What follows belongs to an exercise in optimizing a design on an open flow for small area, a short achievable clock period and few clock cycles per item; a production flow would make more cautious choices.
Function was checked by simulation only, so behaviour that the tests miss may differ from the original.
Power and IR drop assume default switching activity.

--- design/flow/run.sh ---
#!/bin/bash
# synth_recipe.tcl (not shown) runs the flow's synth.tcl, then flattens the netlist and writes it again
# the make line also repeats each setting of config.mk as NAME=value (left out here)
make -C /OpenROAD-flow-scripts/flow DESIGN_CONFIG=/design/flow/config.mk WORK_HOME=/design/flow/orfs CLKGATE_MAP_FILE= SYNTH_SCRIPT=/design/flow/synth_recipe.tcl finish
--- design/flow/config.mk ---
export PLATFORM = sky130hd
export DESIGN_NAME = servo_recipe_sequencer_top
export DESIGN_NICKNAME = servo_recipe_sequencer_top
export VERILOG_FILES = /design/flow/design.v
export SDC_FILE = /design/flow/constraint.sdc
export NUM_CORES = 4
export LEC_CHECK = 0
export ABC_AREA = 1
export CAP_MARGIN = 20
export CORE_MARGIN = 2
export CORE_UTILIZATION = 45
export CTS_CLUSTER_DIAMETER = 80
export CTS_CLUSTER_SIZE = 24
export SETUP_SLACK_MARGIN = 3.5
export SLEW_MARGIN = 20
export TNS_END_PERCENT = 10
--- design/flow/constraint.sdc ---
create_clock -name core_clock -period 6.0 [get_ports {clk}]
set_input_delay 1.2000 -clock core_clock [delete_from_list [all_inputs] [get_ports {clk}]]
set_output_delay 1.2000 -clock core_clock [all_outputs]
set_load 0.01 [all_outputs]
--- design/flow/design.v ---
package srs_pkg;
  localparam int MODE_W   = 2;
  localparam int CHAR_W   = 8;
  localparam int LIDX_W   = 7;
  localparam int WORD_W   = 8;
  localparam int OPC_W    = 3;
  localparam int ARG_W    = 5;
  localparam int POS_W    = 3;
  localparam int PULSE_W  = 15;
  localparam int STATUS_W = 3;
  localparam int PCOUT_W  = 8;
  localparam int CNT_W    = 5;
  localparam int NUM_POS  = 6;
  localparam int CIDX_W   = 3;
  localparam int IN_TDATA_W  = 24;
  localparam int OUT_TDATA_W = 32;
  localparam logic [POS_W-1:0] POS_MAX = 3'd5;
  typedef enum logic [MODE_W-1:0] {
    MODE_TICK = 2'd0,
    MODE_CMD  = 2'd1,
    MODE_LOAD = 2'd2
  } mode_t;
  typedef enum logic [OPC_W-1:0] {
    OPC_END     = 3'd0,
    OPC_MOV     = 3'd1,
    OPC_WAIT    = 3'd2,
    OPC_LOOP    = 3'd4,
    OPC_ENDLOOP = 3'd5,
    OPC_RESET   = 3'd7
  } opc_t;
  typedef enum logic [STATUS_W-1:0] {
    ST_IDLE    = 3'd0,
    ST_EXEC    = 3'd1,
    ST_WAIT    = 3'd2,
    ST_PAUSED  = 3'd3,
    ST_RANGE   = 3'd4,
    ST_EXTREME = 3'd5,
    ST_ENDED   = 3'd6,
    ST_UNKNOWN = 3'd7
  } status_t;
  localparam logic [CHAR_W-1:0] CH_PAUSE    = 8'h70;   
  localparam logic [CHAR_W-1:0] CH_CONTINUE = 8'h63;   
  localparam logic [CHAR_W-1:0] CH_RIGHT    = 8'h72;   
  localparam logic [CHAR_W-1:0] CH_LEFT     = 8'h6C;   
  localparam logic [CHAR_W-1:0] CH_NOP      = 8'h6E;   
  localparam logic [CHAR_W-1:0] CH_RESTART  = 8'h62;   
  localparam logic [CHAR_W-1:0] CH_UPPER_A  = 8'h41;
  localparam logic [CHAR_W-1:0] CH_UPPER_Z  = 8'h5A;
  localparam logic [CHAR_W-1:0] CH_CASE_OFS = 8'h20;
  localparam logic [PULSE_W-1:0] PULSE_RESET_0 = 15'd430;
  localparam logic [PULSE_W-1:0] PULSE_RESET_1 = 15'd690;
  localparam logic [PULSE_W-1:0] PULSE_RESET_2 = 15'd955;
  localparam logic [PULSE_W-1:0] PULSE_RESET_3 = 15'd1220;
  localparam logic [PULSE_W-1:0] PULSE_RESET_4 = 15'd1485;
  localparam logic [PULSE_W-1:0] PULSE_RESET_5 = 15'd1750;
  typedef struct packed {
    logic             paused;
    logic [CNT_W-1:0] loop_cnt;
    logic [CNT_W-1:0] wait_cnt;
    logic [POS_W-1:0] pos;
  } srs_state_t;
endpackage
module srs_ram #(
  parameter int DEPTH = 128
) (
  input  logic             clk,
  input  logic             clr,        
  input  logic [3:0]       wa0,        
  input  logic [3:0]       wa1,        
  input  logic [7:0]       wa2,        
  input  logic [6:0]       wdata,
  input  logic [15:0]      rsel_lo,    
  input  logic [DEPTH/16-1:0] rsel_hi,  
  output logic [6:0]       rdata,
  output logic [6:0]       rdata0      
);
  logic [6:0] mem_r [DEPTH];
  always_ff @(posedge clk) begin
    for (int i = 0; i < DEPTH; i++) begin
      if (clr || (wa0[i % 4] && wa1[(i / 4) % 4] && wa2[i / 16])) begin
        mem_r[i] <= wdata;
      end
    end
  end
  always_comb begin
    logic [6:0] g;
    rdata = 7'd0;
    for (int j = 0; j < DEPTH / 16; j++) begin
      g = 7'd0;
      for (int k = 0; k < 16; k++) begin
        g = g | (mem_r[16 * j + k] & {7{rsel_lo[k]}});
      end
      rdata = rdata | (g & {7{rsel_hi[j]}});
    end
  end
  assign rdata0 = mem_r[0];
endmodule
module srs_store (
  input  logic [7:0] word,
  output logic [6:0] code
);
  always_comb begin
    case (word[7:5])
      3'd1:    code = (word[4:0] > 5'd5) ? 7'b11_01_000 : {4'b11_00, word[2:0]};
      3'd2:    code = {2'b01, word[4:0]};
      3'd4:    code = {2'b10, word[4:0]};
      3'd5:    code = 7'b11_11_000;
      3'd7:    code = 7'b11_11_100;
      3'd3,
      3'd6:    code = 7'b11_10_000;
      default: code = 7'b00_00_000;
    endcase
  end
endmodule
module srs_exec (
  input  logic [2:0]  op,         
  input  logic [2:0]  pos,
  input  logic [4:0]  wait_cnt,
  input  logic        wait_nz,    
  input  logic [4:0]  loop_cnt,
  input  logic        paused,
  input  logic [7:0]  pc,
  input  logic [15:0] pc1,        
  input  logic [7:0]  ls,
  input  logic [15:0] ls1,        
  input  logic [6:0]  w,          
  output logic [2:0]  pos_o,
  output logic [1:0]  pos_sel,    
  output logic [4:0]  wait_o,
  output logic        wait_nz_o,
  output logic [4:0]  loop_o,
  output logic        paused_o,
  output logic [1:0]  pc_sel,     
  output logic [7:0]  pc_o,
  output logic [15:0] pc1_o,
  output logic [7:0]  ls_o,
  output logic [15:0] ls1_o,
  output logic        ls_new,     
  output logic [2:0]  status
);
  localparam logic [2:0] OP_TICK = 3'd0;
  localparam logic [2:0] OP_P    = 3'd1;
  localparam logic [2:0] OP_C    = 3'd2;
  localparam logic [2:0] OP_R    = 3'd3;
  localparam logic [2:0] OP_L    = 3'd4;
  localparam logic [2:0] OP_B    = 3'd5;
  localparam logic [2:0] OP_NOP  = 3'd6;
  localparam logic [1:0] PC_STAY = 2'd0;
  localparam logic [1:0] PC_STEP = 2'd1;
  localparam logic [1:0] PC_LOOP = 2'd2;
  localparam logic [1:0] PC_ZERO = 2'd3;
  localparam logic [15:0] ONE_1H = {8'b0000_0001, 4'b0001, 4'b0010};
  function automatic logic [7:0] inc8(input logic [7:0] a);
    logic c;
    c = 1'b1;
    for (int i = 0; i < 8; i++) begin
      inc8[i] = a[i] ^ c;
      c       = c & a[i];
    end
  endfunction
  function automatic logic [15:0] inc1h(input logic [15:0] a);
    logic c0, c1;
    c0 = a[3];
    c1 = a[3] && a[7];
    inc1h[3:0]  = {a[2:0], a[3]};
    inc1h[7:4]  = c0 ? {a[6:4], a[7]} : a[7:4];
    inc1h[15:8] = c1 ? {a[14:8], 1'b0} : a[15:8];
  endfunction
  logic [7:0]  pc_inc;
  logic [15:0] pc1_inc;
  logic [2:0]  wpos;
  logic [2:0]  travel;
  logic        w_end;
  logic        w_wait;
  logic        w_loop;
  logic        w_mov;
  logic        w_range;
  logic        w_unk;
  logic        w_endl;
  logic        w_rst;
  logic        tick_go;
  logic        loop_nz;
  always_comb begin
    wpos    = w[2:0];
    pc_inc  = inc8(pc);
    pc1_inc = inc1h(pc1);
    travel  = (wpos > pos) ? (wpos - pos) : (pos - wpos);
    w_end   = (w[6:5] == 2'b00);
    w_wait  = (w[6:5] == 2'b01);
    w_loop  = (w[6:5] == 2'b10);
    w_mov   = (w[6:5] == 2'b11) && (w[4:3] == 2'b00);
    w_range = (w[6:5] == 2'b11) && (w[4:3] == 2'b01);
    w_unk   = (w[6:5] == 2'b11) && (w[4:3] == 2'b10);
    w_endl  = (w[6:5] == 2'b11) && (w[4:3] == 2'b11) && !w[2];
    w_rst   = (w[6:5] == 2'b11) && (w[4:3] == 2'b11) && w[2];
    loop_nz = (loop_cnt != 5'd0);
    tick_go = (op == OP_TICK) && !wait_nz && !paused && !w_end;
  end
  always_comb begin
    pc_sel = PC_STAY;
    if (op == OP_B) begin
      pc_sel = PC_ZERO;
    end else if (tick_go) begin
      if (w_wait || w_loop || w_mov || w_range || (w_endl && !loop_nz)) begin
        pc_sel = PC_STEP;
      end else if (w_endl) begin
        pc_sel = PC_LOOP;
      end else if (w_rst) begin
        pc_sel = PC_ZERO;
      end
    end
  end
  always_comb begin
    case (pc_sel)
      PC_STEP: begin
        pc_o  = pc_inc;
        pc1_o = pc1_inc;
      end
      PC_LOOP: begin
        pc_o  = ls;
        pc1_o = ls1;
      end
      PC_ZERO: begin
        pc_o  = 8'd0;
        pc1_o = ONE_1H;
      end
      default: begin
        pc_o  = pc;
        pc1_o = pc1;
      end
    endcase
  end
  always_comb begin
    pos_o    = pos;
    pos_sel  = 2'd0;
    wait_o   = wait_cnt;
    loop_o   = loop_cnt;
    paused_o = paused;
    ls_o     = ls;
    ls1_o    = ls1;
    ls_new   = 1'b0;
    status   = 3'd0;
    case (op)
      OP_TICK: begin
        if (wait_nz) begin
          wait_o = wait_cnt - 5'd1;
          status = 3'd2;
        end else if (paused) begin
          status = 3'd3;
        end else if (w_end) begin
          status = 3'd6;
        end else if (w_wait) begin
          wait_o = w[4:0];
          status = 3'd1;
        end else if (w_loop) begin
          loop_o = w[4:0];
          ls_o   = pc_inc;
          ls1_o  = pc1_inc;
          ls_new = 1'b1;
          status = 3'd1;
        end else if (w_mov) begin
          pos_o   = wpos;
          pos_sel = 2'd1;
          wait_o  = {1'b0, travel, 1'b0};
          status  = 3'd1;
        end else if (w_range) begin
          status = 3'd4;
        end else if (w_unk) begin
          status = 3'd7;
        end else begin
          status = 3'd1;
          if (w_endl && loop_nz) loop_o = loop_cnt - 5'd1;
        end
      end
      OP_P: begin
        paused_o = 1'b1;
        status   = 3'd3;
      end
      OP_C: begin
        paused_o = 1'b0;
      end
      OP_R: begin
        if (pos == 3'd0) begin
          status = 3'd5;
        end else begin
          pos_o   = pos - 3'd1;
          pos_sel = 2'd2;
          wait_o  = 5'd2;
          status  = 3'd1;
        end
      end
      OP_L: begin
        if (pos >= 3'd5) begin
          status = 3'd5;
        end else begin
          pos_o   = pos + 3'd1;
          pos_sel = 2'd3;
          wait_o  = 5'd2;
          status  = 3'd1;
        end
      end
      OP_B: begin
        paused_o = 1'b0;
      end
      OP_NOP: begin
        status = 3'd0;
      end
      default: begin
        status = 3'd7;
      end
    endcase
    wait_nz_o = (wait_o != 5'd0);
  end
endmodule
import srs_pkg::*;
module servo_recipe_sequencer_top #(
  parameter int RECIPE_DEPTH = 128
) (
  input  logic                               clk,
  input  logic                               rst_n,
  input  logic                               in_tvalid,
  output logic                               in_tready,
  input  logic [srs_pkg::IN_TDATA_W-1:0]     in_tdata,
  input  logic [srs_pkg::MODE_W-1:0]         in_tuser,
  output logic                               out_tvalid,
  input  logic                               out_tready,
  output logic [srs_pkg::OUT_TDATA_W-1:0]    out_tdata,
  input  logic                               cfg_valid,
  output logic                               cfg_ready,
  input  logic [srs_pkg::CIDX_W-1:0]         cfg_index,
  input  logic [srs_pkg::PULSE_W-1:0]        cfg_data
);
  localparam logic [2:0] OP_TICK = 3'd0;
  localparam logic [2:0] OP_P    = 3'd1;
  localparam logic [2:0] OP_C    = 3'd2;
  localparam logic [2:0] OP_R    = 3'd3;
  localparam logic [2:0] OP_L    = 3'd4;
  localparam logic [2:0] OP_B    = 3'd5;
  localparam logic [2:0] OP_NOP  = 3'd6;
  localparam logic [2:0] OP_UNK  = 3'd7;
  function automatic logic [3:0] dec2(input logic [1:0] a);
    dec2    = 4'd0;
    dec2[a] = 1'b1;
  endfunction
  function automatic logic [7:0] dec3(input logic [2:0] a);
    dec3    = 8'd0;
    dec3[a] = 1'b1;
  endfunction
  function automatic logic [5:0] onehot(input logic [2:0] p);
    onehot = 6'd0;
    case (p)
      3'd0:    onehot[0] = 1'b1;
      3'd1:    onehot[1] = 1'b1;
      3'd2:    onehot[2] = 1'b1;
      3'd3:    onehot[3] = 1'b1;
      3'd4:    onehot[4] = 1'b1;
      default: onehot[5] = 1'b1;
    endcase
  endfunction
  logic        rst_q_n;
  logic        cfg_v_q;
  logic [2:0]  cfg_i_q;
  logic [14:0] cfg_d_q;
  always_ff @(posedge clk) begin
    rst_q_n <= rst_n;
    cfg_v_q <= cfg_valid;
    cfg_i_q <= cfg_index;
    cfg_d_q <= cfg_data;
  end
  logic [7:0] in_ch;
  logic [2:0] in_op;
  logic       in_ld;
  logic [6:0] in_code;
  logic [6:0] in_idx;
  assign in_ch  = in_tdata[7:0];
  assign in_idx = in_tdata[14:8];
  always_comb begin
    in_ld = 1'b0;
    case (in_tuser)
      2'd0: in_op = OP_TICK;
      2'd1: begin
        if (in_ch[7:6] != 2'b01) begin
          in_op = OP_UNK;
        end else begin
          case (in_ch[4:0])
            5'h10:   in_op = OP_P;
            5'h03:   in_op = OP_C;
            5'h12:   in_op = OP_R;
            5'h0C:   in_op = OP_L;
            5'h0E:   in_op = OP_NOP;
            5'h02:   in_op = OP_B;
            default: in_op = OP_UNK;
          endcase
        end
      end
      2'd2: begin
        in_op = OP_NOP;
        in_ld = in_tvalid;
      end
      default: in_op = OP_NOP;
    endcase
  end
  srs_store u_code (
    .word (in_tdata[22:15]),
    .code (in_code)
  );
  logic       x_valid_r;
  logic [2:0] x_op_r;
  logic [3:0] x_wa0_r;
  logic [3:0] x_wa1_r;
  logic [7:0] x_wa2_r;
  logic [6:0] x_code_r;
  logic       x_fire;
  localparam logic [1:0] PC_STAY = 2'd0;
  localparam logic [1:0] PC_STEP = 2'd1;
  localparam logic [1:0] PC_LOOP = 2'd2;
  localparam logic [1:0] PC_ZERO = 2'd3;
  localparam logic [15:0] ONE_1H = {8'b0000_0001, 4'b0001, 4'b0010};
  logic [2:0]  pos_r;
  logic [5:0]  pos1h_r;       
  logic [4:0]  wait_r;
  logic        wnz_r;
  logic [4:0]  loop_r;
  logic        paused_r;
  logic [7:0]  pc_r;
  logic [15:0] pc1_r;         
  logic [7:0]  ls_r;
  logic [15:0] ls1_r;         
  logic [3:0]  psel_r;        
  logic [6:0]  wh_r;          
  logic [6:0]  rd_r;          
  logic [6:0]  wl_r;          
  logic        wl_new_r;      
  logic [14:0] pulse_r [6];
  logic [6:0]  w_cur;
  logic [6:0]  wl_cur;
  logic [2:0]  pos_n;
  logic [1:0]  pos_sel;
  logic [5:0]  pos1h_n;
  logic [4:0]  wait_n;
  logic        wnz_n;
  logic [4:0]  loop_n;
  logic        paused_n;
  logic [1:0]  psel_n;
  logic [7:0]  pc_n;
  logic [15:0] pc1_n;
  logic [7:0]  ls_n;
  logic [15:0] ls1_n;
  logic        ls_new;
  logic [2:0]  status_n;
  logic        o_valid_r;
  logic [2:0]  o_pos_r;
  logic [14:0] o_pulse_r;
  logic [2:0]  o_status_r;
  logic [7:0]  o_pc_r;
  logic        k_valid_r;
  logic [2:0]  k_pos_r;
  logic [2:0]  k_status_r;
  logic [7:0]  k_pc_r;
  logic        o_free;
  assign x_fire    = x_valid_r && !k_valid_r;
  assign in_tready = !x_valid_r || !k_valid_r;
  assign cfg_ready = 1'b1;
  assign o_free    = !o_valid_r || out_tready;
  logic [15:0]             rsel_lo;
  logic [6:0]              rd_w1;
  logic [6:0]              rd_w0;
  logic                    ld_pc;
  logic                    ld_ls;
  always_comb begin
    for (int i = 0; i < 16; i++) begin
      rsel_lo[i] = pc1_r[i % 4] && pc1_r[4 + i / 4];
    end
  end
  always_comb begin
    logic [3:0] p0, p1, l0, l1;
    logic [7:0] p2, l2;
    p0 = dec2(pc_r[1:0]);
    p1 = dec2(pc_r[3:2]);
    p2 = pc_r[7] ? 8'd0 : dec3(pc_r[6:4]);
    l0 = dec2(ls_r[1:0]);
    l1 = dec2(ls_r[3:2]);
    l2 = ls_r[7] ? 8'd0 : dec3(ls_r[6:4]);
    ld_pc = |(x_wa0_r & p0) && |(x_wa1_r & p1) && |(x_wa2_r & p2);
    ld_ls = |(x_wa0_r & l0) && |(x_wa1_r & l1) && |(x_wa2_r & l2);
  end
  srs_ram #(
    .DEPTH (RECIPE_DEPTH)
  ) u_ram (
    .clk    (clk),
    .clr    (!rst_q_n),
    .wa0    (x_wa0_r),
    .wa1    (x_wa1_r),
    .wa2    (x_fire ? x_wa2_r : 8'd0),
    .wdata  (x_code_r),
    .rsel_lo (rsel_lo),
    .rsel_hi (pc1_r[15:8]),
    .rdata  (rd_w1),
    .rdata0 (rd_w0)
  );
  always_comb begin
    w_cur = (rd_r & {7{psel_r[PC_STEP]}}) | (wl_r & {7{psel_r[PC_LOOP]}})
          | (rd_w0 & {7{psel_r[PC_ZERO]}}) | (wh_r & {7{psel_r[PC_STAY]}});
    wl_cur = wl_new_r ? rd_r : wl_r;
  end
  srs_exec u_exec (
    .op        (x_op_r),
    .pos       (pos_r),
    .wait_cnt  (wait_r),
    .wait_nz   (wnz_r),
    .loop_cnt  (loop_r),
    .paused    (paused_r),
    .pc        (pc_r),
    .pc1       (pc1_r),
    .ls        (ls_r),
    .ls1       (ls1_r),
    .w         (w_cur),
    .pos_o     (pos_n),
    .pos_sel   (pos_sel),
    .wait_o    (wait_n),
    .wait_nz_o (wnz_n),
    .loop_o    (loop_n),
    .paused_o  (paused_n),
    .pc_sel    (psel_n),
    .pc_o      (pc_n),
    .pc1_o     (pc1_n),
    .ls_o      (ls_n),
    .ls1_o     (ls1_n),
    .ls_new    (ls_new),
    .status    (status_n)
  );
  logic [14:0] pulse_n;
  logic [14:0] pulse_k;
  function automatic logic [14:0] pulse_sel(input logic [5:0] p1h,
                                            input logic [14:0] p0,
                                            input logic [14:0] p1,
                                            input logic [14:0] p2,
                                            input logic [14:0] p3,
                                            input logic [14:0] p4,
                                            input logic [14:0] p5);
    pulse_sel = (p0 & {15{p1h[0]}}) | (p1 & {15{p1h[1]}}) | (p2 & {15{p1h[2]}})
              | (p3 & {15{p1h[3]}}) | (p4 & {15{p1h[4]}}) | (p5 & {15{p1h[5]}});
  endfunction
  logic [5:0]  pos1h_cmd;
  logic [14:0] pulse_mov;
  logic [14:0] pulse_cmd;
  always_comb begin
    case (pos_sel)
      2'd2:    pos1h_cmd = {1'b0, pos1h_r[5:1]};
      2'd3:    pos1h_cmd = {pos1h_r[4:0], 1'b0};
      default: pos1h_cmd = pos1h_r;
    endcase
    pos1h_n   = (pos_sel == 2'd1) ? onehot(w_cur[2:0]) : pos1h_cmd;
    pulse_mov = pulse_sel(onehot(w_cur[2:0]), pulse_r[0], pulse_r[1], pulse_r[2],
                          pulse_r[3], pulse_r[4], pulse_r[5]);
    pulse_cmd = pulse_sel(pos1h_cmd, pulse_r[0], pulse_r[1], pulse_r[2],
                          pulse_r[3], pulse_r[4], pulse_r[5]);
    pulse_n   = (pos_sel == 2'd1) ? pulse_mov : pulse_cmd;
    pulse_k   = pulse_sel(onehot(k_pos_r), pulse_r[0], pulse_r[1], pulse_r[2],
                          pulse_r[3], pulse_r[4], pulse_r[5]);
  end
  always_ff @(posedge clk) begin
    for (int i = 0; i < 6; i++) begin
      if (cfg_v_q && cfg_i_q == 3'(i)) begin
        pulse_r[i] <= cfg_d_q;
      end else if (!rst_q_n) begin
        case (i)
          0:       pulse_r[i] <= PULSE_RESET_0;
          1:       pulse_r[i] <= PULSE_RESET_1;
          2:       pulse_r[i] <= PULSE_RESET_2;
          3:       pulse_r[i] <= PULSE_RESET_3;
          4:       pulse_r[i] <= PULSE_RESET_4;
          default: pulse_r[i] <= PULSE_RESET_5;
        endcase
      end
    end
  end
  always_ff @(posedge clk) begin
    if (!rst_n) begin
      x_valid_r <= 1'b0;
    end else if (in_tready) begin
      x_valid_r <= in_tvalid;
    end
  end
  always_ff @(posedge clk) begin
    if (!rst_n) begin
      x_code_r <= 7'd0;
    end else if (in_tready) begin
      x_code_r <= in_code;
    end
  end
  always_ff @(posedge clk) begin
    if (in_tready) begin
      x_op_r   <= in_op;
      x_wa0_r  <= in_ld ? dec2(in_idx[1:0]) : 4'd0;
      x_wa1_r  <= dec2(in_idx[3:2]);
      x_wa2_r  <= in_ld ? dec3(in_idx[6:4]) : 8'd0;
    end
  end
  always_ff @(posedge clk) begin
    if (!rst_q_n) begin
      pos_r    <= 3'd0;
      pos1h_r  <= 6'b000001;
      wait_r   <= 5'd0;
      wnz_r    <= 1'b0;
      loop_r   <= 5'd0;
      paused_r <= 1'b0;
      pc_r     <= 8'd0;
      pc1_r    <= ONE_1H;
      ls_r     <= 8'd0;
      ls1_r    <= ONE_1H;
    end else if (x_fire) begin
      pos_r    <= pos_n;
      pos1h_r  <= pos1h_n;
      wait_r   <= wait_n;
      wnz_r    <= wnz_n;
      loop_r   <= loop_n;
      paused_r <= paused_n;
      pc_r     <= pc_n;
      pc1_r    <= pc1_n;
      ls_r     <= ls_n;
      ls1_r    <= ls1_n;
    end
  end
  always_ff @(posedge clk) begin
    rd_r <= rd_w1;
    if (!rst_q_n) begin
      psel_r   <= 4'b0001;
      wh_r     <= 7'd0;
      wl_r     <= 7'd0;
      wl_new_r <= 1'b0;
    end else begin
      psel_r   <= x_fire ? dec2(psel_n) : 4'b0001;
      wh_r     <= (x_fire && ld_pc) ? x_code_r : w_cur;
      wl_r     <= (x_fire && ld_ls) ? x_code_r : wl_cur;
      wl_new_r <= x_fire && ls_new;
    end
  end
  always_ff @(posedge clk) begin
    if (!rst_n) begin
      o_valid_r <= 1'b0;
      k_valid_r <= 1'b0;
    end else begin
      if (o_free) begin
        o_valid_r <= k_valid_r || x_fire;
        k_valid_r <= 1'b0;
      end else if (x_fire) begin
        k_valid_r <= 1'b1;
      end
    end
  end
  always_ff @(posedge clk) begin
    if (o_free) begin
      if (k_valid_r) begin
        o_pos_r    <= k_pos_r;
        o_pulse_r  <= pulse_k;
        o_status_r <= k_status_r;
        o_pc_r     <= k_pc_r;
      end else begin
        o_pos_r    <= pos_n;
        o_pulse_r  <= pulse_n;
        o_status_r <= status_n;
        o_pc_r     <= pc_n;
      end
    end
    if (x_fire) begin
      k_pos_r    <= pos_n;
      k_status_r <= status_n;
      k_pc_r     <= pc_n;
    end
  end
  assign out_tvalid = o_valid_r;
  assign out_tdata  = {3'b000, o_pc_r, o_status_r, o_pulse_r, o_pos_r};
endmodule
==> run notes, run 1 <==
Pwr
The relative contribution of the clock network to total power is 0.298. The share of total power dissipated in sequential elements is 0.631. Cell internal power was estimated by the tool at 0.0118 W. The power density over cell area is 279 mW/mm².

The net switching power figure is 0.00360 W. VDD sags by at most 247 µV. The leakage power is 20.8 nW. The switching fraction of total power is 0.235. The portion of total power attributed to combinational logic is 0.071.

Yosys
The share of synthesized registers carrying an async set or reset is 0. By count the netlist is led by sky130_fd_sc_hd__edfxtp_1 (1048), sky130_fd_sc_hd__nand2_1 (1040), sky130_fd_sc_hd__inv_1 (311), sky130_fd_sc_hd__o21ai_0 (299), sky130_fd_sc_hd__nor2_1 (251). sky130_fd_sc_hd__edfxtp_1 is the most common cell in the netlist. Each instance of the synthesized netlist takes up on average 11.8 µm². The register bit count reported by yosys is 1173.

Counting flops with a built-in enable in the synthesized netlist gives 1048. The mapped netlist covers 0.0484 mm². The sequential element share of the synthesized area is 0.702. The biggest area consumer among synthesized cells is sky130_fd_sc_hd__edfxtp_1. Synthesis instantiated 61 different standard cells from the library. The share of synthesized area in the top cell type comes to 0.650. The cell count after synthesis came out at 4113. The main flop type after synthesis is sky130_fd_sc_hd__edfxtp_1. Sorting the synthesized cells by area gives the leading types as sky130_fd_sc_hd__edfxtp_1 (65%), sky130_fd_sc_hd__nand2_1 (8.1%), sky130_fd_sc_hd__dfxtp_1 (5.2%).

The Yosys step of the flow raised 6 warnings.

Detailed routing
The final layout contains routed wiring with a total length of 144000 µm. The via count is 33426. The via density per instance is 5.79. The pre-antenna-repair detailed-routing pass consisted of 8 iterations. The post-route DRC violation count is 0. In this run the remaining antenna-violating nets after routing total 0. The detailed router finished its first iteration with 4207 violations. After detailed routing, the average wire length per cell comes to 24.9 µm.

Finish
Counting the fill cells in the layout gives 9329. The fraction of layout cells with a size suffix above 1 is 0.126. The final core utilization is 0.515. The post-route cell area is 0.0550 mm². The growth of design area from synthesis to finish is 13.6%. After the last flow step, the layout net total stands at 4406.

STA
The part of the cycle the worst path needs is 0.450. The final-report setup violation count is 0. For the pin with the worst max-slew slack, the measured transition is 1120 ps. Measured against its own limit, the worst slew margin works out to 0.250. Setup repair after global routing could not meet its margin everywhere.

The clock tree skew after final layout is 50.5 ps. Across all hold checks on the routed design, the worst slack comes to 457 ps. The summed negative setup slack over all endpoints is 0 ps. The total count of max-transition violations in the final report was 0. The number of failing hold endpoints at the final stage is 0. The final critical-path required period is 2700 ps. Static timing analysis puts the maximum clock frequency at 370 MHz.

Die
The total number of placement rows is 120. The x dimension of the die is 332 µm. The die is 332 µm tall. The floorplan die area is 0.110 mm². 84 I/O pins were placed. The placeable core region is 0.107 mm². The starting density of the core is 0.453.

Run
The tool flagged a number of max-cap violations equal to 0.

Global routing
The wire length of the first global-routing pass is 208000 µm. The initial antenna violation count was 9. The total global routing overflow is 0.

The number of global-route vias before repair is 30872. The maximum number of pins on one net before global-route repair is 196. The total routing usage reported by global routing is 0.253.

CTS
The TritonCTS buffer count is 57. The root buffer cell is sky130_fd_sc_hd__clkbuf_16. At the later pin of the worst-skew pair, clock insertion delay measures 720 ps. The maximum clock insertion buffer count is 3. TritonCTS built the clock tree. Clock-pin slew was measured on the worst setup and hold paths at 100 ps. The total clock sinks is 1173. The post-cts hold buffer count is 0. The number of H-tree levels is 2.

Setup path
The type of the worst setup path is flop to flop. Data arrives at the worst endpoint at 3160 ps. For the worst setup path, the data required time is 6460 ps.

The launching element type of the critical path is a flop. Walking the worst path, the cells encountered are nand2_4 -> o21ai_4 -> a21oi_2 -> nand2_4 -> buf_6 -> ha_4 -> nor2_4 -> nand2_2 -> nor2_4 -> nand2_4 -> buf_12 -> clkinvlp_4 -> buf_12 -> o21ai_2 -> nand2_1 -> o211ai_1 -> nand2_1 -> o21ai_1. On the worst path, the slowest cell contributes a delay of 350 ps. The cell type with the highest occurrence count on the critical path is sky130_fd_sc_hd__nand2_4. The kind of capture point of the worst setup path is a flop.

The largest fanout of any net on the critical path is 5. On the critical path, the stage with the largest delay is an instance of sky130_fd_sc_hd__dfxtp_2.

Outcome
The flow ran to the end and the layout has no timing, DRC or antenna violations.

Place
At the end of routability-driven placement, the weighted congestion stood at 0.883. The count of input and output buffers is 77. The sum of net half-perimeters after detailed placement is 87700 µm. In this run the cell area measured after placement is 0.0514 mm².

Worst hold path
The type of the worst min-delay path is flop to flop.
## sequential cells by signal (all words and copies together), names as in the netlist, 4 cells and up
register     cells
x_wa0_r          4
wh_r             7
x_wa2_r          8
x_wa1_r          4
psel_r           4
u_ram.mem_r    896
x_code_r         7
pulse_r         90
ls1_r           16
ls_r             8
cfg_d_q         15
o_pulse_r       15
pc1_r           16
pos1h_r          6
wait_r           5
o_pc_r           8
pc_r             8
wl_r             7
rd_r             7
k_pc_r           8
loop_r           5
## final cells by class
class | count | area (µm²) | area share
Tap cell | 1403 | 1760 | 0.0319
Inverter | 335 | 1380 | 0.0251
Clock buffer | 94 | 1600 | 0.0290
Antenna cell | 1 | 2.50 | 0.0000455
Timing Repair inverter | 5 | 37.5 | 0.000682
Timing Repair Buffer | 309 | 2860 | 0.0519
Sequential cell | 1173 | 34000 | 0.619
Clock inverter | 14 | 181 | 0.00330
Multi-Input combinational cell | 2437 | 13200 | 0.239
## per-stage QoR
step                      power, W  worst slack [ps]  std cells
final                       0.0154              3300       5771
after global routing        0.0158              3220       5770
after CTS                   0.0154              3290       5727
after detailed placement    0.0109              1980       5569
after global placement      0.0109              2120       5568
after floorplan             0.0104              3480       4115
## power by group through the flow
stage | logic (W) | registers (W) | clock network (W)
2_1_floorplan | 0.000511 | 0.00986 | 0
3_3_place_gp | 0.00101 | 0.00986 | 0
3_5_place_dp | 0.00102 | 0.00988 | 0
4_1_cts | 0.00104 | 0.00969 | 0.00463
5_1_grt | 0.00117 | 0.00975 | 0.00488
6_report | 0.00108 | 0.00970 | 0.00457
## placed cells by master (no fill, tap or decap), drive strengths merged, types with 66 or more instances in the layout
cell type,instances
nand2,1058
edfxtp,1048
inv,332
o21ai,306
nor2,266
buf,229
a21oi,126
dfxtp,125
nand3,121
a22o,106
clkbuf,95
nand4,86
a221oi,70
o22ai,66
## routing by layer
metal / GRT usage / part of all wire / wire (µm)
met1: 0.363 / 0.42 / 59900
met2: 0.405 / 0.47 / 67100
met3: 0.0362 / 0.086 / 12300
met4: 0.0711 / 0.031 / 4390
met5: 0 / 0.00034 / 49
## cells by family (layout without fill, tap and decap cells)
kind of cell | after synthesis | after routing | synth area share
AND/OR/NAND/NOR | 1586 | 1588 | 0.138
other | 2 | 5 | 0.000155
AO/OA/AOI/OAI | 792 | 793 | 0.105
adder cells (fa/ha/maj) | 39 | 39 | 0.0104
flip-flops | 1173 | 1173 | 0.702
XOR/XNOR | 10 | 10 | 0.00181
buffers and inverters | 508 | 757 | 0.0421
multiplexers | 3 | 3 | 0.000620
## worst max-delay path: cells and delay by family, from the launching register on
kind / cells / cell delay, ps
flops: 1 / 350
compound gates: 5 / 550
fa+ha+maj: 1 / 160
buf+inv: 4 / 540
simple gates: 8 / 820
## timing repair
action	CTS	global route
pin swaps	44	48
gates resized for setup	231	99
cloned	9	4
buffers inserted	41	39
endpoints found under the setup margin	1015	508
## worst paths after layout
check / slack, ps / depth (start not counted) / start / end
max reg2reg: 3300 / 18 / rd_r[6]$_DFF_P_ / o_pos_r[1]$_DFFE_PP_
max: 3300 / 18 / rd_r[6]$_DFF_P_ / o_pos_r[1]$_DFFE_PP_
min: 460 / 2 / ls1_r[2]$_SDFFE_PN0P_ / ls1_r[2]$_SDFFE_PN0P_
min reg2reg: 460 / 2 / ls1_r[2]$_SDFFE_PN0P_ / ls1_r[2]$_SDFFE_PN0P_
Testbench counts, summed over its fixed seeds: cycles 12,933, items 12,885.
==> run 2: changes to the inputs <==
--- a/design/flow/config.mk
+++ b/design/flow/config.mk
@@ -11,6 +11,6 @@
 export CORE_UTILIZATION = 45
 export CTS_CLUSTER_DIAMETER = 80
 export CTS_CLUSTER_SIZE = 24
-export SETUP_SLACK_MARGIN = 3.5
+export SETUP_SLACK_MARGIN = 4.0
 export SLEW_MARGIN = 20
 export TNS_END_PERCENT = 10
==> run 2 against run 1 <==
Still clean on timing, DRC and antenna. Sequential share of layout area down 2.6 points. Die area unchanged. Power down 0.12%. Fmax up 4.1%. Clock power down 3%. Non-clock buffer count up 53. Via count up 3.1%. Final cell count up 0.55%. Clock skew up 12 ps. Wire length up 8.9%. Critical path type unchanged. Highest routed layer unchanged.
==> run notes, run 2 <==
Yosys
The dominant combinational cell family by area after synthesis is simple AND/OR/NAND/NOR gates. The most frequent cell after synthesis is sky130_fd_sc_hd__edfxtp_1. The adder-cell share of the synthesized area is 0.0104. The synthesized netlist occupies a cell area of 0.0484 mm².

Of all cell types, the one taking the most synthesized area is sky130_fd_sc_hd__edfxtp_1. Counting instances in the post-synthesis netlist gives the leading cell types as sky130_fd_sc_hd__edfxtp_1 (1048), sky130_fd_sc_hd__nand2_1 (1040), sky130_fd_sc_hd__inv_1 (311), sky130_fd_sc_hd__o21ai_0 (299), sky130_fd_sc_hd__nor2_1 (251). The mux share of post-synthesis cell area is 0.000620. The register bit count reported by yosys is 1173. The complex-gate fraction of the synthesized area is 0.105. For this run, the register share of the synthesized area comes to 0.702. The count of unique library cells instantiated by Yosys is 61. The Yosys step of the flow raised 6 warnings. Among all flip-flop cells after synthesis, the most frequent one is sky130_fd_sc_hd__edfxtp_1. Yosys attributes the largest share of cell area to sky130_fd_sc_hd__edfxtp_1 (65%), sky130_fd_sc_hd__nand2_1 (8.1%), sky130_fd_sc_hd__dfxtp_1 (5.2%).

Of the total synthesized cell area, the portion taken by AND, OR, NAND and NOR gates is 0.138. The post-synthesis average cell area is 11.8 µm². The share of synthesized registers carrying an async set or reset is 0.

The count of mapped cells out of synthesis is 4113. The parity-gate share of the synthesized area counting xor and xnor cells is 0.00181. The number of enable-type register cells in the synthesized netlist is 1048. The top-area cell type share of the netlist area is 0.650.

Die
The floorplan die area is 0.110 mm². The total number of placement rows is 120. In this run the vertical extent of the chip is 332 µm. The number of ports placed on the die boundary is 84. The x dimension of the die is 332 µm.

The initial utilization of the core area, before any placement, comes to 0.453. The placeable core region is 0.107 mm².

STA
Between clock sinks in the finished design, the worst skew comes to 62.3 ps. The final critical-path required period is 2600 ps. The part of the cycle the worst path needs is 0.433. At the pin with the least slew margin, the transition time is 1150 ps. The summed negative setup slack over all endpoints is 0 ps. The final-report setup violation count is 0. The number of failing hold endpoints at the final stage is 0.

The total count of max-transition violations in the final report is 0. Hold is met by 471 ps. The worst max-slew margin expressed relative to the limit is 0.233.

Setup repair after global routing could not meet its margin everywhere. The highest clock frequency the design can meet is 385 MHz.

Finish
The number of nets at the end of the flow is 4462. In the final layout, the multi-input gates occupy 0.0144 mm². The commonest non-fill, non-tap cell in the layout is sky130_fd_sc_hd__edfxtp_1.

After filler insertion, the fill cell instance count of the layout stands at 8894. The flip-flop and latch area is 0.0341 mm². The library cells used most frequently in the layout, excluding fill and tap cells, are sky130_fd_sc_hd__edfxtp_1 (1048), sky130_fd_sc_hd__nand2_1 (962), sky130_fd_sc_hd__inv_1 (288). The flip-flop count of the largest register, all copies and words added is 896. The growth of design area from synthesis to finish is 18.8%. The largest registers in the layout are u_ram.mem_r: 896 flops, pulse_r: 90 flops. The fraction of layout cells with a size suffix above 1 is 0.186. More flip-flops sit in one register than any other, and that register is u_ram.mem_r.

Place
The count of input and output buffers is 77. Summed over all nets, the half-perimeter wirelength after detailed placement is 88300 µm. The congestion estimate from routability-driven global placement came to 0.906.

Setup path
On the critical path the largest part of the delay comes from simple AND/OR/NAND/NOR gates. The largest individual stage delay along the critical path comes from the cell sky130_fd_sc_hd__edfxtp_1. The number of buffers and inverters on the critical path is 4. The critical path runs through a total of 14 cells.

The setup path with the least slack is of type flop to flop. The signal on the critical path passes through a22o_1 -> nor2_4 -> inv_2 -> ha_4 -> inv_4 -> nand3_4 -> nor2_4 -> buf_12 -> nand2_8 -> buf_8 -> a211oi_2 -> a21oi_1 -> nand2_1 -> nand2_1. The launching element type of the critical path is a flop. Measured in cells, the most critical reg-to-reg path has a length of 14. The kind of capture point of the worst setup path is a flop. The largest fanout of any net on the critical path is 7. On the worst path, the slowest cell contributes a delay of 450 ps. The critical path arrival is 3060 ps. The endpoint required time on the critical path is 6470 ps.

CTS
The number of H-tree levels is 2. The TritonCTS buffer count is 57. In this run the deepest clock path goes through 3 buffers. The total clock sinks is 1173. In this run the clock root is driven by a sky130_fd_sc_hd__clkbuf_16. The clock transition at the registers of the reported paths is 100 ps. The post-cts hold buffer count is 0.

The insertion delay to the later sink of the worst-skew pair is 730 ps. TritonCTS built the clock tree.

Detailed routing
The pre-antenna-repair detailed-routing pass consisted of 6 iterations. After the first detailed-routing iteration, the DRC count stood at 4953. The mean routed wirelength per cell is 27.0 µm.

The post-route DRC violation count is 0. The via count is 34446. The via density per instance is 5.94. The detail route stage leaves a number of antenna-violating nets equal to 0.

The routed design has 157000 µm of wire.

Global routing
In the global route stage, met2 resource usage came out at 0.436. After global routing the overflow that remains totals 0. Entering global routing, the biggest net connects 119 pins.

The initial antenna violation count is 5. The global routing's busiest layer is met2. The met3 demand-to-capacity share in global routing is 0.0493. For met1 alone, demand over resource in global routing was 0.380. The number of global-route vias before repair was 32567. Across every metal layer, demand over resource in global routing totals 0.276. The first global-routing pass estimated 223000 µm of wire.

Worst hold path
The number of cells traversed by the worst hold path is 2. The worst hold path belongs to the class flop to flop.

Run
The tool flagged a number of max-cap violations equal to 0.

Pwr
The leakage power is 21.7 nW. In this run the power density over the cells is 267 mW/mm². The maximum ir drop on the vdd rail is 287 µV.

Outcome
The flow ran to the end and the layout has no timing, DRC or antenna violations.
-- run 2: cell counts after synthesis --
Identical to the previous run, type by type.
-- run 2: through the flow --
stage / utilization / area [µm²] / worst slack [ps] / power (W) / instances
after floorplan: - / 48700 / 3600 / 0.0104 / 4115
after global placement: 0.480 / 51300 / 2310 / 0.0109 / 5545
after detailed placement: 0.480 / 51300 / 2300 / 0.0109 / 5547
after CTS: 0.530 / 56700 / 3410 / 0.0153 / 5778
after global routing: 0.538 / 57500 / 3260 / 0.0158 / 5802
final: 0.538 / 57500 / 3400 / 0.0153 / 5803
-- run 2: kinds of logic (layout without fill, tap and decap cells) --
group / Yosys count / count (layout)
AND/OR/NAND/NOR: 1586 / 1593
buffers and inverters: 508 / 784
flip-flops: 1173 / 1173
XOR/XNOR: 10 / 10
AO/OA/AOI/OAI: 792 / 793
multiplexers: 3 / 3
adder cells (fa/ha/maj): 39 / 39
other: 2 / 5
-- run 2: worst paths after layout --
kind / startpoint / endpoint / slack (ps)
max: u_ram.mem_r[0][5]$_DFFE_PP_ / o_pulse_r[0]$_DFFE_PP_ / 3400
min: ls1_r[14]$_SDFFE_PN0P_ / ls1_r[14]$_SDFFE_PN0P_ / 470
max reg2reg: u_ram.mem_r[0][5]$_DFFE_PP_ / o_pulse_r[0]$_DFFE_PP_ / 3400
min reg2reg: ls1_r[14]$_SDFFE_PN0P_ / ls1_r[14]$_SDFFE_PN0P_ / 470
-- run 2: final cells by class --
| type | instances | share of cell area |
|---|---|---|
| Sequential cell | 1173 | 0.593 |
| Timing Repair inverter | 3 | 0.000631 |
| Clock inverter | 11 | 0.00261 |
| Inverter | 335 | 0.0253 |
| Multi-Input combinational cell | 2442 | 0.251 |
| Antenna cell | 1 | 0.0000435 |
| Tap cell | 1403 | 0.0305 |
| Timing Repair Buffer | 362 | 0.0719 |
| Clock buffer | 73 | 0.0259 |
-- run 2: power breakdown --
part | leakage [nW] | total [W] | switching (W) | internal, W
registers | 11.7 | 0.00971 | 0.000241 | 0.00947
clock network | 0.790 | 0.00442 | 0.00263 | 0.00179
logic | 9.30 | 0.00121 | 0.000817 | 0.000392
total | 21.7 | 0.0153 | 0.00368 | 0.0117
-- run 2: metal layers --
| metal | wire length, µm | vias to the layer above | part of all wire |
|---|---|---|---|
| met5 | 65 | - | 0.00042 |
| met4 | 7010 | 10 | 0.045 |
| met3 | 15400 | 380 | 0.098 |
| met2 | 72100 | 1877 | 0.46 |
| met1 | 62000 | 16980 | 0.40 |
| li1 | - | 15199 | - |
-- run 2: repair_timing --
action,CTS,global route
buffers inserted,120,19
pin swaps,127,19
cloned,27,5
gates resized for setup,647,123
setup endpoints to repair,1278,1623
-- run 2: worst min-delay path: cells and delay by family (launching register included) --
kind,cells,cell delay (ps)
AO/OA/AOI/OAI,1,60
flip-flops,1,310
buffers and inverters,1,60
==> run 3: changes to the inputs <==
--- a/design/flow/design.v
+++ b/design/flow/design.v
@@ -491,7 +491,7 @@
     .clr    (!rst_q_n),
     .wa0    (x_wa0_r),
     .wa1    (x_wa1_r),
-    .wa2    (x_fire ? x_wa2_r : 8'd0),
+    .wa2    (x_wa2_r),
     .wdata  (x_code_r),
     .rsel_lo (rsel_lo),
     .rsel_hi (pc1_r[15:8]),
--- a/design/flow/config.mk
+++ b/design/flow/config.mk
@@ -11,6 +11,6 @@
 export CORE_UTILIZATION = 45
 export CTS_CLUSTER_DIAMETER = 80
 export CTS_CLUSTER_SIZE = 24
-export SETUP_SLACK_MARGIN = 4.0
+export SETUP_SLACK_MARGIN = 3.5
 export SLEW_MARGIN = 20
 export TNS_END_PERCENT = 10
==> run 3 against run 2 <==
Clock power increased by 2%. Still clean. Flip-flop and latch count unchanged. Count of clock-buffer cells in the layout increased by 12. Critical endpoint is now out_tdata[17]. Critical path depth decreased by 13. Sequential share of layout area increased by 2.8 points. Wire length decreased by 5.7%. Die area about the same. Via count decreased by 2.5%. Synthesized area about the same. Worst setup slack got worse by 150 ps. Combinational power decreased by 12%. Global-route usage decreased by 1.6 points. Critical path type is now flop to primary output. Largest cell class unchanged.
==> run notes, run 3 <==
STA
The worst-case setup margin in the final layout is 3250 ps. The clock tree skew after final layout is 51.2 ps. For the finished layout, the period the worst path requires is 2750 ps. The highest clock frequency the design can meet is 364 MHz. The transition time at the pin with the least slew margin is 1130 ps. The total count of max-transition violations in the final report was 0.

The worst max-slew margin expressed relative to the limit is 0.241. The number of failing hold endpoints at the final stage is 0. Setup repair after global routing could not meet its margin everywhere. Setup violations remaining at the end of the flow were counted as 0.

The part of the cycle the worst path needs is 0.458. Setup total negative slack on the finished layout was measured at 0 ps.

CTS
The clock transition at the registers of the reported paths is 100 ps. The maximum clock insertion buffer count is 3. In this run, CTS created clock tree buffers numbering 58. The clock reaches the later pin of the worst-skew pair after 740 ps.

The root buffer cell is sky130_fd_sc_hd__clkbuf_16. The total clock sinks is 1173. TritonCTS built the clock tree. The H-tree was split into 2 levels.

The post-cts hold buffer count is 0.

Yosys
After synthesis, the cell types taking the most area are sky130_fd_sc_hd__edfxtp_1 (65%), sky130_fd_sc_hd__nand2_1 (7.5%), sky130_fd_sc_hd__dfxtp_1 (5.2%). Synthesis handed over a netlist of 4118 instances. Each instance of the synthesized netlist takes up on average 11.8 µm². Of the post-synthesis cell area, the dominant cell type holds 0.650. The most frequent cell after synthesis is sky130_fd_sc_hd__edfxtp_1. The number of warnings issued by yosys is 6. Summed over all instances, the cell type with the most area after synthesis is sky130_fd_sc_hd__edfxtp_1. Sorting the synthesized cells by how often they occur yields sky130_fd_sc_hd__edfxtp_1 (1048), sky130_fd_sc_hd__nand2_1 (966), sky130_fd_sc_hd__inv_1 (361), sky130_fd_sc_hd__o21ai_0 (323), sky130_fd_sc_hd__nor2_1 (258).

The netlist area before placement is 0.0484 mm². Yosys mapped a number of flops with a built-in enable equal to 1048. The count of unique library cells instantiated by Yosys is 66. The share of synthesized registers carrying an async set or reset is 0.

In the synthesized netlist the dominant register cell turns out to be sky130_fd_sc_hd__edfxtp_1. The register bit count reported by yosys is 1173. For this run, the register share of the synthesized area comes to 0.702.

Global routing
The initial antenna violation count is 6. For this run, the total global-route usage over all layers was measured as 0.260. The wire length of the first global-routing pass is 212000 µm. The total global routing overflow is 0.

Entering global routing, the biggest net connects 101 pins. The number of global-route vias before repair is 31596.

Die
The placeable core region is 0.107 mm². The die is 332 µm wide. The initialized floorplan defines 120 standard-cell rows. Pin placement for this block handled 84 I/O pins. The starting density of the core is 0.453.

The floorplan die area is 0.110 mm². The die is 332 µm tall.

Setup path
The kind of capture point of the worst setup path is a primary output. In this run the worst path has a maximum fanout of 1. For this run, the slowest stage of the critical path takes 490 ps.

The type of the worst setup path is flop to primary output. STA puts the critical path data arrival time at 1550 ps. The cell family with the largest share of critical-path delay is flip-flops. Traced cell by cell, the critical path runs through dlygate4sd2_1. The worst setup path is launched from a flop. The cell with the largest stage delay on the worst path is sky130_fd_sc_hd__edfxtp_1. The number of buffer and inverter stages on the critical path is 1. The endpoint required time on the critical path is 4800 ps.

Finish
The number of fill cells in the layout is 9312. In the layout the commonest cells are sky130_fd_sc_hd__edfxtp_1 (1048), sky130_fd_sc_hd__nand2_1 (936), sky130_fd_sc_hd__inv_1 (344). The largest registers in the layout are u_ram.mem_r: 896 flops, pulse_r: 90 flops. The register with the most flip-flops is u_ram.mem_r. The commonest non-fill, non-tap cell in the layout is sky130_fd_sc_hd__edfxtp_1.

Registers take 0.0340 mm². The number of nets at the end of the flow is 4393. The growth of design area from synthesis to finish is 13.3%.

In the final layout, the multi-input gates occupy 0.0130 mm². The post-route cell area is 0.0548 mm². For this run, the number of standard cells in the final layout without fillers is 5751.

The register with the most flip-flops in the layout has 896 of them. The fraction of layout cells with a size suffix above 1 is 0.117.

Detailed routing
The via density per instance is 5.84. The number of routed nets with antenna violations is 0. The first TritonRoute pass finished after 8 iterations. In the routed design, unresolved DRC markers number 0. After detailed routing, the total wire length is 148000 µm.

After detailed routing, the average wire length per cell comes to 25.7 µm. The via count is 33589. The initial detailed-routing violation count is 4404.

Place
The sum of net half-perimeters after detailed placement is 90000 µm. The count of input and output buffers is 77. The cell area after placement is 0.0514 mm².

The worst setup timing slack at the placement stage is 2280 ps. The final RePlAce weighted congestion is 0.914. The placed cell count is 5569.

Outcome
The flow ran to the end and the layout has no timing, DRC or antenna violations.

Pwr
The maximum ir drop on the vdd rail is 223 µV. The leakage power is 20.6 nW. Dividing total power by cell area gives a power density of 279 mW/mm².

Worst hold path
The type of the worst min-delay path is flop to flop.

Run
The number of maximum-capacitance constraint violations is 0.
## run 3: cell types whose count changed after synthesis, moves of 15 or more
cell / delta
sky130_fd_sc_hd__a221oi_1: +15
sky130_fd_sc_hd__inv_1: +50
sky130_fd_sc_hd__nand3_1: +17
sky130_fd_sc_hd__o21ai_0: +24
sky130_fd_sc_hd__nand2_1: -74
sky130_fd_sc_hd__o22ai_1: +15
## run 3: area by class of cell
type,count,share of cell area
antenna,3,0.000137
clock buffer,85,0.0285
clock inverter,15,0.00340
inverter,386,0.0284
multi-input combinational,2392,0.238
sequential,1173,0.620
tap,1403,0.0320
timing repair buffer,292,0.0490
timing repair inverter,2,0.000297
## run 3: worst paths after layout
kind         depth (start not counted)                             to  slack, ps                      from
min                                  2        pos1h_r[4]$_SDFFE_PN0P_        470   pos1h_r[4]$_SDFFE_PN0P_
min reg2reg                          2        pos1h_r[4]$_SDFFE_PN0P_        470   pos1h_r[4]$_SDFFE_PN0P_
max reg2reg                          3  u_ram.mem_r[105][3]$_DFFE_PP_       3270  x_wa0_r[1]$_SDFFCE_PN0P_
max                                  1                  out_tdata[17]       3250   o_pulse_r[14]$_DFFE_PP_
## run 3: cells by family after synthesis
group / share of synthesized area
xor+xnor: 0.00181
buf+inv: 0.0456
compound gates: 0.109
mux: 0.000207
flops: 0.702
simple gates: 0.132
other cells: 0.000155
fa+ha+maj: 0.0104
## run 3: through the flow
step | hold slack [ps] | utilization | total power, W
floorplan | 425 | - | 0.0104
CTS | 457 | 0.505 | 0.0153
global placement | 434 | 0.480 | 0.0109
detailed placement | 443 | 0.480 | 0.0109
finish | 469 | 0.513 | 0.0153
global route | 476 | 0.513 | 0.0158
## run 3: routing by layer
layer  up-vias  routed length [µm]  track usage
met3       317               13400       0.0431
met5         -                  51            0
met2      1676               69100        0.419
met1     16573               59400        0.358
li1      15015                   -            -
met4         8                5610       0.0872
## run 3: what timing repair did
action                     in CTS  in global routing
setup endpoints to repair     344                362
setup buffers                  33                 35
resized for setup             182                110
cloned                          5                  5
pin swaps                      14                 38
## run 3: power breakdown
group          internal (W)  switching (W)  total [W]
clock network       0.00187        0.00267    0.00453
registers           0.00947       0.000238    0.00971
logic              0.000323       0.000749    0.00107
Testbench counts of run 3, summed over its fixed seeds: cycles 12,933, items 12,885.
==> run 4: changes to the inputs <==
--- a/design/flow/config.mk
+++ b/design/flow/config.mk
@@ -8,7 +8,7 @@
 export ABC_AREA = 1
 export CAP_MARGIN = 20
 export CORE_MARGIN = 2
-export CORE_UTILIZATION = 45
+export CORE_UTILIZATION = 52
 export CTS_CLUSTER_DIAMETER = 80
 export CTS_CLUSTER_SIZE = 24
 export SETUP_SLACK_MARGIN = 3.5
==> run 4 against run 3 <==
First-iteration DRC count rose by 4.3%. Register-to-register slack got worse by 70 ps. Count of clock-buffer cells in the layout increased by 1. Largest power group unchanged. Critical path depth is 2 higher. Die area down 13%. Wire length shrank 2.6%. Clock power shrank 2%. Cell area is 0.91% lower. Synthesized area unchanged. Fmax is 1.9% lower. Non-clock buffer count down 18.
==> run notes, run 4 <==
Finish
Fill cells in the final layout number 7535. The library cell used most frequently in the layout, excluding fill and tap cells, is sky130_fd_sc_hd__edfxtp_1. The growth of design area from synthesis to finish is 12.2%.

The top cell types in the final layout, fill and taps aside, are sky130_fd_sc_hd__edfxtp_1 (1048), sky130_fd_sc_hd__nand2_1 (942), sky130_fd_sc_hd__inv_1 (341). The final layout contains 4372 nets. Of the cells placed in the final design, the portion with a size suffix greater than 1 is 0.112. The largest registers in the layout are u_ram.mem_r: 896 flops, pulse_r: 90 flops.

The register with the most flip-flops is u_ram.mem_r. The post-route cell area is 0.0543 mm². The register with the most flip-flops in the layout has 896 of them.

Worst hold path
The path with the worst hold slack has its endpoint at ls1_r[6]$_SDFFE_PN0P_. The path class of the tightest hold or removal check is flop to flop. In this run the most critical hold path is launched from ls1_r[6]$_SDFFE_PN0P_. Counting instances, the worst hold path has a depth of 2.

Global routing
Summed over all layers, the global routing overflow is 0. The number of global-route vias before repair is 30896. The met1 usage is 0.439. The maximum number of pins on one net before global-route repair is 197. The met2 usage in global routing is 0.466. The initial antenna violation count came to 5. The global routing's busiest layer is met2. The first global-routing pass estimated 207000 µm of wire. Across every metal layer, demand over resource in global routing totals 0.297.

The met3 demand-to-capacity share in global routing is 0.0386.

Setup path
The worst reg2reg path endpoint is u_ram.mem_r[94][1]$_DFFE_PP_. STA puts the critical path data arrival time at 3210 ps. The number of buffers and inverters on the critical path is 1. The type of the worst setup path is flop to flop. The startpoint identified for the worst register-to-register timing path is x_wa0_r[2]$_SDFFCE_PN0P_.

In this run the register-to-register setup slack is 3200 ps. Grouping stages by cell kind, the critical path spends the most delay in compound AO/OA/AOI/OAI gates. Along the worst path, the maximum fanout reaches 8. For this run, the slowest stage of the critical path takes 920 ps.

For the worst flop-to-flop path, the logic depth is 3. For the worst setup path, the data required time is 6400 ps. STA classifies the critical path startpoint as a flop. The worst setup path is captured at a flop. The signal on the critical path passes through nand2_1 -> o21ai_0 -> buf_4. The cell with the largest stage delay on the worst path is sky130_fd_sc_hd__o21ai_0.

STA
The worst-case setup margin in the final layout is 3200 ps. The transition time at the pin with the least slew margin is 1120 ps. Setup violations remaining at the end of the flow were counted as 0. The highest clock frequency the design can meet is 357 MHz. The part of the cycle the worst path needs is 0.467.

Setup repair after global routing could not meet its margin everywhere. Measured against its own limit, the worst slew margin works out to 0.248. For the final database, setup skew stands at 47.7 ps. The number of failing hold endpoints at the final stage was 0. For the finished layout, the period the worst path requires is 2800 ps. The summed negative setup slack over all endpoints is 0 ps. The total count of max-transition violations in the final report was 0.

Yosys
The top-area cell type share of the netlist area is 0.650. The mapped netlist covers 0.0484 mm². By area the synthesized netlist is led by sky130_fd_sc_hd__edfxtp_1 (65%), sky130_fd_sc_hd__nand2_1 (7.5%), sky130_fd_sc_hd__dfxtp_1 (5.2%). The most frequent cell after synthesis is sky130_fd_sc_hd__edfxtp_1. For this run, the number of Yosys warnings is 6. Of the synthesized area, sequential elements account for 0.702.

The register bit count reported by yosys is 1173. The main flop type after synthesis is sky130_fd_sc_hd__edfxtp_1. The count of mapped cells out of synthesis is 4118.

The number of enable-type register cells in the synthesized netlist is 1048. The post-synthesis average cell area is 11.8 µm². Counting flops with an async set or reset pin after synthesis yields a share of 0. By count the netlist is led by sky130_fd_sc_hd__edfxtp_1 (1048), sky130_fd_sc_hd__nand2_1 (966), sky130_fd_sc_hd__inv_1 (361), sky130_fd_sc_hd__o21ai_0 (323), sky130_fd_sc_hd__nor2_1 (258).

Synthesis instantiated 66 different standard cells from the library. The biggest area consumer among synthesized cells is sky130_fd_sc_hd__edfxtp_1.

CTS
Clock tree synthesis found a total of 1173 sinks. The clock passes through at most 3 buffers. In this run the number of H-tree levels came out at 2. The insertion delay to the later sink of the worst-skew pair is 690 ps.

Clock-pin slew was measured on the worst setup and hold paths at 100 ps. The TritonCTS buffer count is 57. The TritonCTS clock tree is done. The root buffer cell is sky130_fd_sc_hd__clkbuf_16. The post-cts hold buffer count is 0.

Place
The sum of net half-perimeters after detailed placement is 87100 µm. At the end of routability-driven placement, the weighted congestion stood at 0.881. Once placement finished, the instance area stood at 0.0512 mm². The worst setup timing slack at the placement stage is 2390 ps. Buffers placed on the I/O ports in this run total 77.

Pwr
The power density over cell area is 280 mW/mm². The total power is 0.0152 W. The leakage power is 20.5 nW.

The maximum ir drop on the vdd rail is 256 µV.

Die
The floorplan step defined a core boundary enclosing 0.0919 mm². The starting density of the core is 0.527. Measured along the y axis, the die boundary spans 309 µm.

The floorplan die area is 0.0956 mm². The number of ports placed on the die boundary is 84. The die is 309 µm wide.

In this run the core area contains 111 standard-cell rows.

Detailed routing
Dividing the detail-routed via count by the number of cells gives 5.97. The length of the first detailed-routing pass in iterations is 6. For this run, design rule violations remaining after detail routing come to 0. In this run the remaining antenna-violating nets after routing total 0. The routed design has 144000 µm of wire. The via count is 33260. The mean routed wirelength per cell is 25.8 µm. The detailed router finished its first iteration with 4592 violations.

Run
The number of maximum-capacitance constraint violations is 0.

Outcome
The flow ran to the end and the layout has no timing, DRC or antenna violations.
[run 4: cell counts after synthesis]
No cell type changed its count.
[run 4: what timing repair did]
| item | CTS | global route |
|---|---|---|
| setup buffers | 30 | 23 |
| cloned | 7 | 0 |
| pin swaps | 19 | 20 |
| endpoints found under the setup margin | 370 | 362 |
| resized for setup | 212 | 77 |
[run 4: how the worst max path moves through the flow]
| stage | start | to | depth (start not counted) |
|---|---|---|---|
| finish | x_wa0_r[2]$_SDFFCE_PN0P_ | u_ram.mem_r[94][1]$_DFFE_PP_ | 3 |
| global route | cfg_i_q[0]$_DFF_P_ | pulse_r[5][5]$_SDFFCE_PN0P_ | 6 |
| floorplan | psel_r[2]$_SDFF_PN0_ | o_pos_r[0]$_DFFE_PP_ | 16 |
| detailed placement | psel_r[2]$_SDFF_PN0_ | o_pos_r[0]$_DFFE_PP_ | 17 |
| CTS | o_pulse_r[3]$_DFFE_PP_ | out_tdata[6] | 1 |
| global placement | psel_r[2]$_SDFF_PN0_ | o_pos_r[0]$_DFFE_PP_ | 17 |
[run 4: routing by layer]
| layer | routed length (µm) | share of wire |
|---|---|---|
| met1 | 60400 | 0.42 |
| met2 | 65700 | 0.46 |
| met5 | 13 | 0.000090 |
| met3 | 13400 | 0.093 |
| met4 | 4260 | 0.030 |
[run 4: worst reg2reg max path, delay by kind of cell, from the launching register on]
family | cells | cell delay [ps]
AO/OA/AOI/OAI | 1 | 930
AND/OR/NAND/NOR | 1 | 730
flip-flops | 1 | 590
buffers and inverters | 1 | 270
[run 4: cell type report]
| cell class | instances | area [µm²] | share of cell area |
|---|---|---|---|
| Sequential cell | 1173 | 34000 | 0.626 |
| Multi-Input combinational cell | 2390 | 12900 | 0.238 |
| Timing Repair Buffer | 274 | 2520 | 0.0465 |
| Clock buffer | 86 | 1610 | 0.0296 |
| Inverter | 386 | 1580 | 0.0291 |
| Tap cell | 1243 | 1560 | 0.0286 |
| Clock inverter | 11 | 91.3 | 0.00168 |
| Timing Repair inverter | 2 | 13.8 | 0.000253 |
| Antenna cell | 2 | 5.00 | 0.0000921 |
[run 4: kinds of logic after synthesis]
logic type,Yosys count,synth area share
xor gates and xnor gates,10,0.00181
buffers and inverters,559,0.0456
muxes,1,0.000207
other,2,0.000155
and+or+nand+nor,1512,0.132
AOI/OAI and AO/OA,822,0.109
DFF,1173,0.702
adders and majority gates,39,0.0104
[run 4: report_power, final]
part,leakage (nW),total (W),switching (W),internal [W]
Clock,0.816,0.00446,0.00257,0.00189
Sequential,11.7,0.00969,0.000223,0.00947
Combinational,8.02,0.00107,0.000744,0.000323
Total,20.5,0.0152,0.00354,0.0117
[run 4: stage by stage]
| step | hold slack [ps] | cells | utilization |
|---|---|---|---|
| finish | 461 | 5567 | 0.591 |
| global route | 490 | 5565 | 0.591 |
| CTS | 461 | 5542 | 0.586 |
| detailed placement | 445 | 5408 | 0.556 |
| global placement | 438 | 5405 | 0.556 |
| floorplan | 425 | 4120 | - |
==> run 5: changes to the inputs <==
==> design/flow/flow/run.sh (new file) <==
#!/bin/bash
# Layout flow: the standard flow (standard.sh, unchanged synthesis and
# steps), with the port buffers made of plain sky130_fd_sc_hd__buf_2 cells
# instead of the delay cells buffer_ports picks by default. Every input and
# output port still gets its own buffer. The full output of the flow goes to
# flow.log here; each ORFS step also keeps its own log under orfs/logs.
set -euo pipefail
export BUFFER_PORTS_ARGS="-buffer_cell sky130_fd_sc_hd__buf_2"
bash standard.sh > flow.log 2>&1
==> design/flow/standard.sh (new file) <==
#!/bin/bash
# synth_recipe.tcl (not shown) runs the flow's synth.tcl, then flattens the netlist and writes it again
# the make line also repeats each setting of config.mk as NAME=value (left out here)
make -C /OpenROAD-flow-scripts/flow DESIGN_CONFIG=/design/flow/config.mk WORK_HOME=/design/flow/orfs CLKGATE_MAP_FILE= SYNTH_SCRIPT=/design/flow/synth_recipe.tcl "${@:-finish}"
--- a/design/flow/config.mk
+++ b/design/flow/config.mk
@@ -8,7 +8,7 @@
 export ABC_AREA = 1
 export CAP_MARGIN = 20
 export CORE_MARGIN = 2
-export CORE_UTILIZATION = 52
+export CORE_UTILIZATION = 45
 export CTS_CLUSTER_DIAMETER = 80
 export CTS_CLUSTER_SIZE = 24
 export SETUP_SLACK_MARGIN = 3.5
removed: design/flow/run.sh
==> run 5 against run 4 <==
Still clean on timing, DRC and antenna. Hold slack got worse by 4.3 ps. Sequential power barely moved. Flip-flop and latch count is the same. Register-to-register slack hardly changed. Die area rose by 15%. Largest cell class unchanged. Fmax about the same. Clock skew down 3.8 ps. Power is 0.65% higher. Critical path depth shrank 1. Clock power up 2%. Wire length up 1.5%.
==> run notes, run 5 <==
Setup path
The worst setup path is launched from a flop. The length in cells of the worst reg-to-reg path is 2. The endpoint required time on the critical path is 6330 ps. In this run the worst setup path begins at x_wa0_r[1]$_SDFFCE_PN0P_.

Finish
The flip-flop count of the largest register, all copies and words added is 896. The number of nets at the end of the flow is 4388. Leaving out fill and tap cells, the most frequent cell in the layout is sky130_fd_sc_hd__edfxtp_1. The finished cells cover 0.0544 mm². The register with the most flip-flops is u_ram.mem_r. In the layout the commonest cells are sky130_fd_sc_hd__edfxtp_1 (1048), sky130_fd_sc_hd__nand2_1 (943), sky130_fd_sc_hd__inv_1 (343).

Global routing
The initial antenna violation count was 6. The total routing usage reported by global routing is 0.257. After global routing the overflow that remains totals 0.

Yosys
By area the synthesized netlist is led by sky130_fd_sc_hd__edfxtp_1 (65%), sky130_fd_sc_hd__nand2_1 (7.5%), sky130_fd_sc_hd__dfxtp_1 (5.2%). The register bit count reported by yosys is 1173. The post-synthesis average cell area is 11.8 µm². sky130_fd_sc_hd__edfxtp_1 is the most common cell in the netlist. The synthesized netlist contains 66 unique library cells.

The sequential element share of the synthesized area is 0.702. The commonest cells after synthesis are sky130_fd_sc_hd__edfxtp_1 (1048), sky130_fd_sc_hd__nand2_1 (966), sky130_fd_sc_hd__inv_1 (361), sky130_fd_sc_hd__o21ai_0 (323), sky130_fd_sc_hd__nor2_1 (258). The biggest area consumer among synthesized cells is sky130_fd_sc_hd__edfxtp_1. In this run the cell area of the synthesized design comes to 0.0484 mm². The main flop type after synthesis is sky130_fd_sc_hd__edfxtp_1.

Pwr
The relative contribution of the clock network to total power is 0.297. Cell internal power was estimated by the tool at 0.0117 W. Power spread over the standard cell area amounts to 281 mW/mm². For this design the total switching power over the nets is 0.00362 W. The analysis attributes to cell leakage a power of 20.6 nW.

STA
The highest clock frequency the design can meet is 357 MHz. Subtracting the final worst setup slack from the clock period gives 2800 ps. Setup violations remaining at the end of the flow were counted as 0. The clock arrives with 43.9 ps of skew.

Measured against its own limit, the worst slew margin works out to 0.190.

Detailed routing
After detailed routing, the total wire length is 146000 µm. After detailed routing, the average wire length per cell comes to 25.3 µm. In the routed layout, each cell is associated on average with a via count of 5.81. For this block, the via count after detailed routing is 33432. For this run, design rule violations remaining after detail routing come to 0.

Place
After detailed placement, the total cell area comes to 0.0510 mm². The wire-length estimate of the detail-placed layout is 89500 µm.

Outcome
The run finished with no timing, DRC or antenna violations.

Die
The floorplan step defined a die boundary enclosing 0.110 mm². The number of ports placed on the die boundary is 84. The core region is 0.107 mm².

CTS
After clock tree synthesis, the clock-pin slew on the worst setup and hold paths is 110 ps. The number of hold buffers added after CTS was 0. The total clock sinks is 1173.

Worst hold path
The type of the worst min-delay path is flop to flop. The number of cells traversed by the worst hold path is 2.
run 5: cell counts after synthesis:
No cell type changed its count.
run 5: final cells by class:
cell class / instances / area [µm²]
clock buffers: 95 / 1600
well taps: 1403 / 1760
diodes: 2 / 5.00
multi-input cells: 2389 / 12900
clock inverters: 13 / 161
flip-flops and latches: 1173 / 34000
fillers: 9285 / 52500
repair buffers: 293 / 2390
inverters: 386 / 1550
run 5: power by group through the flow:
stage	registers, W	clock network (W)	logic, W
after floorplan	0.00986	0	0.000516
after global placement	0.00988	0	0.000962
after detailed placement	0.00989	0	0.000974
after CTS	0.00971	0.00460	0.00101
after global routing	0.00976	0.00483	0.00114
final	0.00971	0.00455	0.00106
run 5: per-layer routing:
layer,global-route usage,wire length (µm),vias to the layer above
met2,0.414,67100,1633
li1,-,-,15004
met1,0.364,61000,16485
met4,0.0859,5480,8
met3,0.0311,12200,302
met5,0,57,-
run 5: cell families (layout without fill, tap and decap cells):
| family | count (synthesis) | in the layout | synth area share |
|---|---|---|---|
| multiplexers | 1 | 1 | 0.000207 |
| AND/OR/NAND/NOR | 1512 | 1512 | 0.132 |
| AO/OA/AOI/OAI | 822 | 823 | 0.109 |
| adder cells (fa/ha/maj) | 39 | 39 | 0.0104 |
| other | 2 | 6 | 0.000155 |
| buffers and inverters | 559 | 787 | 0.0456 |
| flip-flops | 1173 | 1173 | 0.702 |
| XOR/XNOR | 10 | 10 | 0.00181 |
run 5: critical path, stage by stage (launching register included):
cell	delay, ps
sky130_fd_sc_hd__edfxtp_1	570
sky130_fd_sc_hd__nand2_1	650
sky130_fd_sc_hd__o21ai_1	1190
run 5: metrics by stage:
| stage | util | std cells |
|---|---|---|
| 3_5_place_dp | 0.477 | 5570 |
| 3_3_place_gp | 0.477 | 5570 |
| 5_1_grt | 0.509 | 5753 |
| 6_report | 0.509 | 5754 |
| 2_1_floorplan | - | 4120 |
| 4_1_cts | 0.503 | 5722 |
run 5: repair_timing:
action,4_1_cts,5_1_grt
buffers inserted,40,28
gates cloned,4,2
gates resized for setup,158,97
pin swaps,17,31
endpoints found under the setup margin,345,538
run 5: worst max-delay path by stage:
stage / slack, ps / to / depth (start not counted)
after global routing: 3260 / wait_r[3]$_SDFFE_PN0P_ / 15
final: 3200 / u_ram.mem_r[33][3]$_DFFE_PP_ / 2
after CTS: 3240 / in_tready / 3
after floorplan: 3520 / o_pos_r[0]$_DFFE_PP_ / 16
after global placement: 2390 / o_pos_r[0]$_DFFE_PP_ / 17
after detailed placement: 2370 / o_pos_r[0]$_DFFE_PP_ / 17

Setup slack of run 5, layout unchanged: 3.195 ns with ideal ports, 3.195 ns with driving cells assumed (clock clkbuf_16, inputs buf_2), 3.195 ns with port delays also shifted by the 0.779 ns mid clock arrival.
